Background: an optimization exercise with open tools, aiming at small area and few clock cycles. Do not read the settings as production practice.
The RTL was checked by simulation tests, not by an equivalence proof against the original design.
Power and IR drop assume default switching activity.

File: design/flow/run.sh
#!/bin/bash
# synth_recipe.tcl (not shown) runs the flow's synth.tcl, then flattens the netlist and writes it again
# the make line also repeats each setting of config.mk as NAME=value (left out here)
make -C /OpenROAD-flow-scripts/flow DESIGN_CONFIG=/design/flow/config.mk WORK_HOME=/design/flow/orfs CLKGATE_MAP_FILE= SYNTH_SCRIPT=/design/flow/synth_recipe.tcl finish
File: design/flow/config.mk
export PLATFORM = sky130hd
export DESIGN_NAME = nnLayerTop
export DESIGN_NICKNAME = nnLayerTop
export VERILOG_FILES = /design/flow/design.v
export SDC_FILE = /design/flow/constraint.sdc
export NUM_CORES = 4
export LEC_CHECK = 0
export CAP_MARGIN = 20
export CORE_MARGIN = 2
export CORE_UTILIZATION = 40
export SLEW_MARGIN = 20
File: design/flow/constraint.sdc
create_clock -name core_clock -period 10.0 [get_ports {clk}]
set_input_delay 2.0000 -clock core_clock [delete_from_list [all_inputs] [get_ports {clk}]]
set_output_delay 2.0000 -clock core_clock [all_outputs]
set_load 0.01 [all_outputs]
File: design/flow/design.v
`default_nettype none
package nnPkg;
	localparam int dataWidth = 16;
	localparam logic [1:0] bankCtrl = 2'd0;
	localparam logic [1:0] bankAct = 2'd1;	 
	localparam logic [1:0] bankWeight = 2'd2;	 
	localparam logic [1:0] bankBias = 2'd3;	 
	localparam logic [7:0] regCtrl = 8'h00;	 
	localparam logic [7:0] regStatus = 8'h01;	 
	localparam logic [7:0] regResultBase = 8'h10;	 
endpackage
`default_nettype wire
`timescale 1ns/1ps
`default_nettype none
import nnPkg::*;
module apbRegFile
#(
	parameter int numInputs = 8,
	parameter int numNeurons = 4
)
(
	input logic clk,
	input logic reset,
	input logic psel,
	input logic penable,
	input logic pwrite,
	input logic [11:0] paddr,
	input logic [dataWidth-1:0] pwdata,
	input logic [3:0] index,
	input logic busy,
	input logic done,
	input logic [numNeurons-1:0][dataWidth-1:0] results,
	output logic [dataWidth-1:0] prdata,
	output logic pready,
	output logic pslverr,
	output logic start,
	output logic [dataWidth-1:0] curActivation,
	output logic [numNeurons-1:0][dataWidth-1:0] curWeights,
	output logic [numNeurons-1:0][dataWidth-1:0] biases
);
	localparam int inBits = (numInputs > 1) ? $clog2(numInputs) : 1;
	localparam int nBits = (numNeurons > 1) ? $clog2(numNeurons) : 1;
	logic [9:0] addr;
	logic [1:0] addrBank;
	logic [3:0] addrRow;
	logic [3:0] addrCol;
	logic [7:0] addrReg;
	logic access;
	logic arrayBank;
	logic colOk;
	logic rowOk;
	logic [7:0] resNum;
	logic isResult;
	logic addrValid;
	logic wrEn;
	logic [dataWidth-1:0] readData;
	logic [dataWidth-1:0] activations [numInputs];
	logic [dataWidth-1:0] weights [numNeurons][numInputs];
	assign addr = paddr[11:2];
	assign addrBank = addr[9:8];
	assign addrRow = addr[7:4];
	assign addrCol = addr[3:0];
	assign addrReg = addr[7:0];
	assign access = psel && penable;
	assign arrayBank = addrBank != bankCtrl;
	assign colOk = {1'b0, addrCol} < 5'(numInputs);
	assign rowOk = {1'b0, addrRow} < 5'(numNeurons);
	assign resNum = addrReg - regResultBase;
	assign isResult = (addrReg >= regResultBase) && (resNum < 8'(numNeurons));
	always_comb
	begin
		case (addrBank)
			bankCtrl:
				addrValid = (addrReg == regCtrl) ||
					(addrReg == regStatus) || isResult;
			bankAct:
				addrValid = colOk && (addrRow == 4'd0);
			bankWeight:
				addrValid = colOk && rowOk;
			default:
				addrValid = rowOk && (addrCol == 4'd0);
		endcase
	end
	assign pready = !(access && pwrite && arrayBank && busy);
	assign pslverr = access && pready && !addrValid;
	assign wrEn = access && pwrite && pready && addrValid;
	always_comb
	begin
		readData = '0;
		case (addrBank)
			bankCtrl:
				if (addrReg == regStatus)
					readData = {{(dataWidth-2){1'b0}}, done, busy};
				else if (isResult)
					readData = results[resNum[nBits-1:0]];	 
			bankAct:
				readData = activations[addrCol[inBits-1:0]];
			bankWeight:
				readData = weights[addrRow[nBits-1:0]][addrCol[inBits-1:0]];
			default:
				readData = biases[addrRow[nBits-1:0]];
		endcase
	end
	assign prdata = (access && !pwrite && addrValid) ? readData : '0;
	always_ff @(posedge clk)
	begin
		if (reset)
		begin
			start <= 1'b0;
			for (int i = 0; i < numInputs; i++)
				activations[i] <= '0;
			for (int n = 0; n < numNeurons; n++)
			begin
				biases[n] <= '0;
				for (int i = 0; i < numInputs; i++)
					weights[n][i] <= '0;
			end
		end
		else
		begin
			start <= wrEn && (addrBank == bankCtrl) &&
				(addrReg == regCtrl) && pwdata[0];
			if (wrEn)
			begin
				case (addrBank)
					bankAct:
						activations[addrCol[inBits-1:0]] <= pwdata;
					bankWeight:
						weights[addrRow[nBits-1:0]][addrCol[inBits-1:0]] <= pwdata;
					bankBias:
						biases[addrRow[nBits-1:0]] <= pwdata;
					default:
						;	 
				endcase
			end
		end
	end
	assign curActivation = activations[index[inBits-1:0]];
	always_comb
	begin
		for (int n = 0; n < numNeurons; n++)
			curWeights[n] = weights[n][index[inBits-1:0]];
	end
endmodule
`default_nettype wire
`timescale 1ns/1ps
`default_nettype none
module layerSequencer
#(
	parameter int numInputs = 8
)
(
	input logic clk,
	input logic reset,
	input logic start,
	output logic [3:0] index,
	output logic clear,
	output logic accumulate,
	output logic finish,
	output logic busy,
	output logic done
);
	logic stepping;
	logic lastStep;
	logic lastAcc;
	logic accept;
	assign accept = start && !busy;	 
	assign lastStep = stepping && (index == 4'(numInputs - 1));
	always_ff @(posedge clk)
	begin
		if (reset)
		begin
			index <= '0;
			stepping <= 1'b0;
			clear <= 1'b0;
			accumulate <= 1'b0;
			lastAcc <= 1'b0;
			finish <= 1'b0;
			busy <= 1'b0;
			done <= 1'b0;
		end
		else
		begin
			clear <= accept;
			accumulate <= stepping;	 
			lastAcc <= lastStep;
			finish <= lastAcc;
			if (accept)
			begin
				index <= '0;
				stepping <= 1'b1;
				busy <= 1'b1;
				done <= 1'b0;
			end
			else if (lastStep)
				stepping <= 1'b0;
			else if (stepping)
				index <= index + 4'd1;
			if (finish)
			begin
				busy <= 1'b0;
				done <= 1'b1;	 
			end
		end
	end
endmodule
`default_nettype wire
`timescale 1ns/1ps
`default_nettype none
import nnPkg::*;
module neuronMac
(
	input logic clk,
	input logic reset,
	input logic clear,
	input logic accumulate,
	input logic finish,
	input logic signed [dataWidth-1:0] activation,
	input logic signed [dataWidth-1:0] weight,
	input logic signed [dataWidth-1:0] bias,
	output logic [dataWidth-1:0] result
);
	logic signed [dataWidth-1:0] actReg;
	logic signed [dataWidth-1:0] weightReg;
	logic signed [dataWidth-1:0] product;
	logic signed [dataWidth-1:0] acc;
	logic signed [dataWidth-1:0] biased;
	assign product = actReg * weightReg;	 
	assign biased = acc + bias;
	always_ff @(posedge clk)
	begin
		actReg <= activation;
		weightReg <= weight;
	end
	always_ff @(posedge clk)
	begin
		if (reset)
		begin
			acc <= '0;
			result <= '0;
		end
		else
		begin
			if (clear)
				acc <= '0;
			else if (accumulate)
				acc <= acc + product;	 
			if (finish)
				result <= biased[dataWidth-1] ? '0 : biased;
		end
	end
endmodule
`default_nettype wire
`timescale 1ns/1ps
`default_nettype none
import nnPkg::*;
module nnLayerTop
#(
	parameter int numInputs = 8,
	parameter int numNeurons = 4
)
(
	input logic clk,
	input logic reset,
	input logic psel,
	input logic penable,
	input logic pwrite,
	input logic [11:0] paddr,
	input logic [dataWidth-1:0] pwdata,
	output logic [dataWidth-1:0] prdata,
	output logic pready,
	output logic pslverr
);
	logic start;
	logic [3:0] index;
	logic clear;
	logic accumulate;
	logic finish;
	logic busy;
	logic done;
	logic [dataWidth-1:0] curActivation;
	logic [numNeurons-1:0][dataWidth-1:0] curWeights;
	logic [numNeurons-1:0][dataWidth-1:0] biases;
	logic [numNeurons-1:0][dataWidth-1:0] results;
	apbRegFile #(
		.numInputs(numInputs),
		.numNeurons(numNeurons)
	) regFile (
		.clk(clk),
		.reset(reset),
		.psel(psel),
		.penable(penable),
		.pwrite(pwrite),
		.paddr(paddr),
		.pwdata(pwdata),
		.index(index),
		.busy(busy),
		.done(done),
		.results(results),
		.prdata(prdata),
		.pready(pready),
		.pslverr(pslverr),
		.start(start),
		.curActivation(curActivation),
		.curWeights(curWeights),
		.biases(biases)
	);
	layerSequencer #(
		.numInputs(numInputs)
	) sequencer (
		.clk(clk),
		.reset(reset),
		.start(start),
		.index(index),
		.clear(clear),
		.accumulate(accumulate),
		.finish(finish),
		.busy(busy),
		.done(done)
	);
	for (genvar n = 0; n < numNeurons; n++)
	begin : neuron
		neuronMac mac (
			.clk(clk),
			.reset(reset),
			.clear(clear),
			.accumulate(accumulate),
			.finish(finish),
			.activation(curActivation),
			.weight(curWeights[n]),
			.bias(biases[n]),
			.result(results[n])
		);
	end
endmodule
`default_nettype wire
==> run_summary.xml <==
<?xml version="1.0" encoding="UTF-8"?>
<metrics>
  <group name="run_status">
    <metric name="run_status" unit="">finished clean</metric>
  </group>
  <group name="logic_synthesis">
    <metric name="synth_ff_type" unit="">sky130_fd_sc_hd__edfxtp_1</metric>
    <metric name="synth.ff_latch_count" unit="">920</metric>
    <metric name="yosys-top-cells-count" unit="">sky130_fd_sc_hd__nor2_1, sky130_fd_sc_hd__inv_1, sky130_fd_sc_hd__edfxtp_1</metric>
    <metric name="netlist_top_cells_area" unit="">sky130_fd_sc_hd__edfxtp_1, sky130_fd_sc_hd__mux4_2, sky130_fd_sc_hd__fa_1, sky130_fd_sc_hd__dfxtp_1, sky130_fd_sc_hd__ha_1</metric>
    <metric name="netlist_area" unit="sq um">64200</metric>
    <metric name="yosysTopAreaCell" unit="">sky130_fd_sc_hd__edfxtp_1</metric>
    <metric name="syn-instance-count" unit="">5641</metric>
    <metric name="synth-edff-count" unit="">640</metric>
    <metric name="postSynthNetCount" unit="">6387</metric>
    <metric name="synth.yosys.seq_area_share" unit="%">38.7</metric>
    <metric name="ys_async_sr_fraction" unit="%">0</metric>
    <metric name="syn_area_per_cell" unit="sq um">11.4</metric>
    <metric name="cell_with_the_most_instances_after_synthesis" unit="">sky130_fd_sc_hd__nor2_1</metric>
    <metric name="yosys_warnings" unit="">3</metric>
    <metric name="netlist_cell_types" unit="">70</metric>
    <metric name="synth_top_area_share" unit="%">30.0</metric>
  </group>
  <group name="critical_path">
    <metric name="cp.required" unit="ns">8.00</metric>
    <metric name="cp-end-kind" unit="">primary output</metric>
    <metric name="reg2reg_depth" unit="">20</metric>
    <metric name="crit_fanout" unit="">38</metric>
    <metric name="crit_arrival" unit="ns">6.21</metric>
    <metric name="regToRegEndpoint" unit="">neuron[2].mac.acc[15]</metric>
    <metric name="reg2reg_setup_slack" unit="ns">3.76</metric>
    <metric name="cp_slowest_cell" unit="">sky130_fd_sc_hd__a211oi_1</metric>
    <metric name="worstSetupPathType" unit="">primary input to primary output</metric>
    <metric name="crit_top_cell" unit="">sky130_fd_sc_hd__buf_4</metric>
    <metric name="cp_slowest_stage_delay" unit="ns">0.75</metric>
    <metric name="worstSetupStartpoint" unit="">paddr[6]</metric>
    <metric name="cp-start-kind" unit="">primary input</metric>
    <metric name="worst_r2r_startpoint" unit="">neuron[0].mac.actReg[6]</metric>
    <metric name="timing.critical_path.cells" unit="">buf_4 &gt; inv_1 &gt; ha_1 &gt; nor2_1 &gt; a31oi_2 &gt; nor3b_2 &gt; o31a_1 &gt; nand4b_1 &gt; buf_4 &gt; a211oi_1 &gt; clkdlybuf4s50_1</metric>
  </group>
  <group name="global_route">
    <metric name="grt-ovfl-total" unit="">0</metric>
    <metric name="grt_pass1_wl" unit="um">300000</metric>
    <metric name="antenna_found_initial" unit="">24</metric>
    <metric name="grt.total_usage" unit="%">25.3</metric>
    <metric name="first_global_vias" unit="">44300</metric>
    <metric name="pin_count_of_the_biggest_net_entering_global_routing" unit="">93</metric>
  </group>
  <group name="route">
    <metric name="drt_iter0_drc" unit="">4697</metric>
    <metric name="drt_pass_1_iters" unit="">6</metric>
    <metric name="detail_route.vias_per_cell" unit="">5.77</metric>
    <metric name="drcViolationCount" unit="">0</metric>
    <metric name="num_vias" unit="">44400</metric>
    <metric name="final_wirelength" unit="um">206000</metric>
    <metric name="ant_nets" unit="">0</metric>
    <metric name="wire_per_inst" unit="um">26.7</metric>
  </group>
  <group name="place">
    <metric name="place.detailed.instances" unit="">7502</metric>
    <metric name="dpl_worst_slack" unit="ns">1.97</metric>
    <metric name="dp_hpwl" unit="um">142000</metric>
    <metric name="io_buffers" unit="">48</metric>
    <metric name="place_congestion" unit="">0.910</metric>
  </group>
  <group name="pwr">
    <metric name="power.total" unit="uW">13400</metric>
    <metric name="pwr_cell_area" unit="nW/um^2">191</metric>
    <metric name="total_leakage_power" unit="uW">0.0268</metric>
    <metric name="vdd_ir_drop_max" unit="uV">187</metric>
  </group>
  <group name="sta">
    <metric name="clock.fmax" unit="MHz">122</metric>
    <metric name="timing_worst_slew_pin_value" unit="ns">1.23</metric>
    <metric name="setup-violations-final" unit="">0</metric>
    <metric name="worst_slew_margin_rel" unit="%">18.0</metric>
    <metric name="period_minus_slack" unit="ns">8.21</metric>
    <metric name="grt_setup_unrepaired" unit="">no</metric>
    <metric name="fin_ws" unit="ns">1.79</metric>
    <metric name="slew_viol_final" unit="">0</metric>
    <metric name="fin_skew" unit="ns">0.0323</metric>
    <metric name="post-route-period-util" unit="%">82.1</metric>
    <metric name="finalHoldViolations" unit="">0</metric>
    <metric name="fin_tns_setup" unit="ns">0</metric>
  </group>
  <group name="cells_and_area">
    <metric name="final_cell_count_no_fill" unit="">7692</metric>
    <metric name="design.final.nets" unit="">6277</metric>
    <metric name="layout_fillers" unit="">14700</metric>
    <metric name="layout-area-overhead-vs-synth" unit="%">9.01</metric>
    <metric name="utilization" unit="%">44.1</metric>
    <metric name="drive_gt1_share" unit="%">14.6</metric>
  </group>
  <group name="floorplan">
    <metric name="die_y" unit="um">404</metric>
    <metric name="ioPinCount" unit="">51</metric>
    <metric name="fp.coreArea" unit="sq um">159000</metric>
    <metric name="initial_utilization" unit="%">40.4</metric>
    <metric name="floorplan.die_area" unit="sq um">164000</metric>
    <metric name="rows" unit="">146</metric>
    <metric name="fp.dieW" unit="um">404</metric>
  </group>
  <group name="clock_tree">
    <metric name="cts.hold.buffers_added" unit="">0</metric>
    <metric name="clkSinkCount" unit="">920</metric>
    <metric name="clk_lat_worst_skew" unit="ns">0.73</metric>
    <metric name="cts_made_buffers" unit="">99</metric>
    <metric name="cts_max_level" unit="">3</metric>
    <metric name="cts_resized" unit="">0</metric>
    <metric name="tritoncts" unit="">yes</metric>
    <metric name="cts.path.max_buffers" unit="">3</metric>
    <metric name="postCtsSetupRepairBufs" unit="">0</metric>
    <metric name="clk_pin_slew" unit="ns">0.06</metric>
    <metric name="cts.root.buffer_cell" unit="">sky130_fd_sc_hd__clkbuf_16</metric>
  </group>
  <group name="min_path">
    <metric name="whs_endpoint" unit="">sequencer.finish</metric>
    <metric name="worstHoldStart" unit="">sequencer.lastAcc</metric>
    <metric name="hold_class" unit="">flip-flop to flip-flop</metric>
    <metric name="worst_hold_path.num_cells" unit="">1</metric>
  </group>
  <group name="job">
    <metric name="cap_viol_max_count" unit="">0</metric>
  </group>
</metrics>
routing by layer:
layer  share of wire [%]  routed length, um  vias up  global-route usage [%]
met3                 9.9              20300      466                    5.77
met4                 5.1              10400       24                    10.9
met1                  40              81400    22700                    33.5
met5               0.078                160        -                       0
li1                    -                  -    19000                       -
met2                  45              93400     2140                    39.8
through the flow:
stage                     hold slack, ns  area [sq um]
after floorplan                    0.414         64200
after global placement             0.434         66600
after detailed placement           0.435         66600
after CTS                          0.456         69900
after global routing               0.464         69900
final                              0.455         69900
worst max path at each step:
| stage | end | slack [ns] |
|---|---|---|
| after CTS | prdata[10] | 1.97 |
| after global routing | prdata[12] | 1.64 |
| final | prdata[10] | 1.79 |
| after detailed placement | prdata[10] | 1.97 |
| after floorplan | prdata[10] | 3.38 |
| after global placement | prdata[10] | 2.02 |
registers in the layout, indices dropped and copies added, names as in the netlist:
signal                cells
regFile.weights         512
regFile.activations     128
neuron.mac.acc           64
neuron.mac.weightReg     64
regFile.biases           64
neuron.mac.result        60
neuron.mac.actReg        16
sequencer.index           4
regFile.start             1
sequencer.accumulate      1
sequencer.busy            1
sequencer.clear           1
sequencer.done            1
sequencer.finish          1
sequencer.lastAcc         1
sequencer.stepping        1
cell type report:
| class | instances | area [sq um] | area share (%) |
|---|---|---|---|
| Multi-Input combinational cell | 3700 | 35400 | 50.6 |
| Clock inverter | 46 | 459 | 0.657 |
| Tap cell | 2072 | 2590 | 3.71 |
| Inverter | 652 | 2450 | 3.50 |
| Sequential cell | 920 | 24800 | 35.5 |
| Antenna cell | 5 | 12.5 | 0.0179 |
| Clock buffer | 139 | 2830 | 4.04 |
| Timing Repair Buffer | 158 | 1330 | 1.90 |
where the power goes:
| part | internal [uW] | switching [uW] | leakage, uW |
|---|---|---|---|
| combinational | 2330 | 2900 | 0.0168 |
| sequential | 4210 | 122 | 0.00836 |
| clock | 2160 | 1630 | 0.00160 |
worst max-delay path: cells and delay by family:
kind / cells / cell delay, ns
and+or+nand+nor: 3 / 0.59
adders and majority gates: 1 / 0.53
buffers and inverters: 4 / 1.87
AOI/OAI and AO/OA: 3 / 1.15
cell families after synthesis:
family                   synth area share (%)
AO/OA/AOI/OAI                            5.20
XOR/XNOR                                 2.93
adder cells (fa/ha/maj)                  18.3
buffers and inverters                    6.23
flip-flops                               38.7
multiplexers                             15.8
AND/OR/NAND/NOR                          12.9
cell usage in the layout, fill, tap and decap left out, types with 28 or more instances in the layout:
cell type / synthesis / routed
sky130_fd_sc_hd__fa_1: 376 / 376
sky130_fd_sc_hd__a22o_1: 48 / 48
sky130_fd_sc_hd__xnor2_1: 162 / 162
sky130_fd_sc_hd__nand2_1: 502 / 498
sky130_fd_sc_hd__mux2i_1: 42 / 42
sky130_fd_sc_hd__a22oi_1: 28 / 28
sky130_fd_sc_hd__nor2_1: 696 / 690
sky130_fd_sc_hd__mux2_2: 96 / 96
sky130_fd_sc_hd__o21a_1: 29 / 29
sky130_fd_sc_hd__clkbuf_16: 0 / 102
sky130_fd_sc_hd__nand3_1: 36 / 36
sky130_fd_sc_hd__nor3_1: 49 / 48
sky130_fd_sc_hd__o21ai_0: 55 / 55
sky130_fd_sc_hd__mux4_2: 383 / 383
sky130_fd_sc_hd__buf_4: 6 / 110
sky130_fd_sc_hd__clkdlybuf4s50_1: 0 / 40
sky130_fd_sc_hd__edfxtp_1: 640 / 640
sky130_fd_sc_hd__and2_1: 433 / 433
sky130_fd_sc_hd__dfxtp_1: 280 / 269
sky130_fd_sc_hd__xor2_1: 42 / 42
sky130_fd_sc_hd__a21oi_1: 93 / 93
sky130_fd_sc_hd__a21o_1: 64 / 62
sky130_fd_sc_hd__inv_1: 650 / 650
sky130_fd_sc_hd__ha_1: 337 / 337
Testbench counts, summed over its fixed seeds: cycles 15,168.

-- separate check: timing with driven ports --
Ports are ideal in the flow. The routed layout listed here was re-timed in OpenROAD.
Step 1 sets driving cells, clkbuf_16 on the clock port and buf_2 on the other inputs (assumed; they add their load-dependent delay and slew).
Step 2 times the ports against the registers' clock, not the clock port: input delays grow and output delays shrink by t, the midpoint of the rising clock arrivals with the driver on.
a / b / c = no drivers / after step 1 / after step 2; a / b = the first two.
shift t [ns]: 0.792
setup WS [ns]: 1.790 / 1.653 / 1.653
hold WS [ns]: 0.455 / 0.455 / 0.455
worst setup path at the end: input to output
slew at the worst register clock pin (ns): 0.07 / 0.07
After both steps setup and hold are still met in this run. The setup slack of this run moves by -0.137 ns with the drivers and by -0.137 ns with both steps.
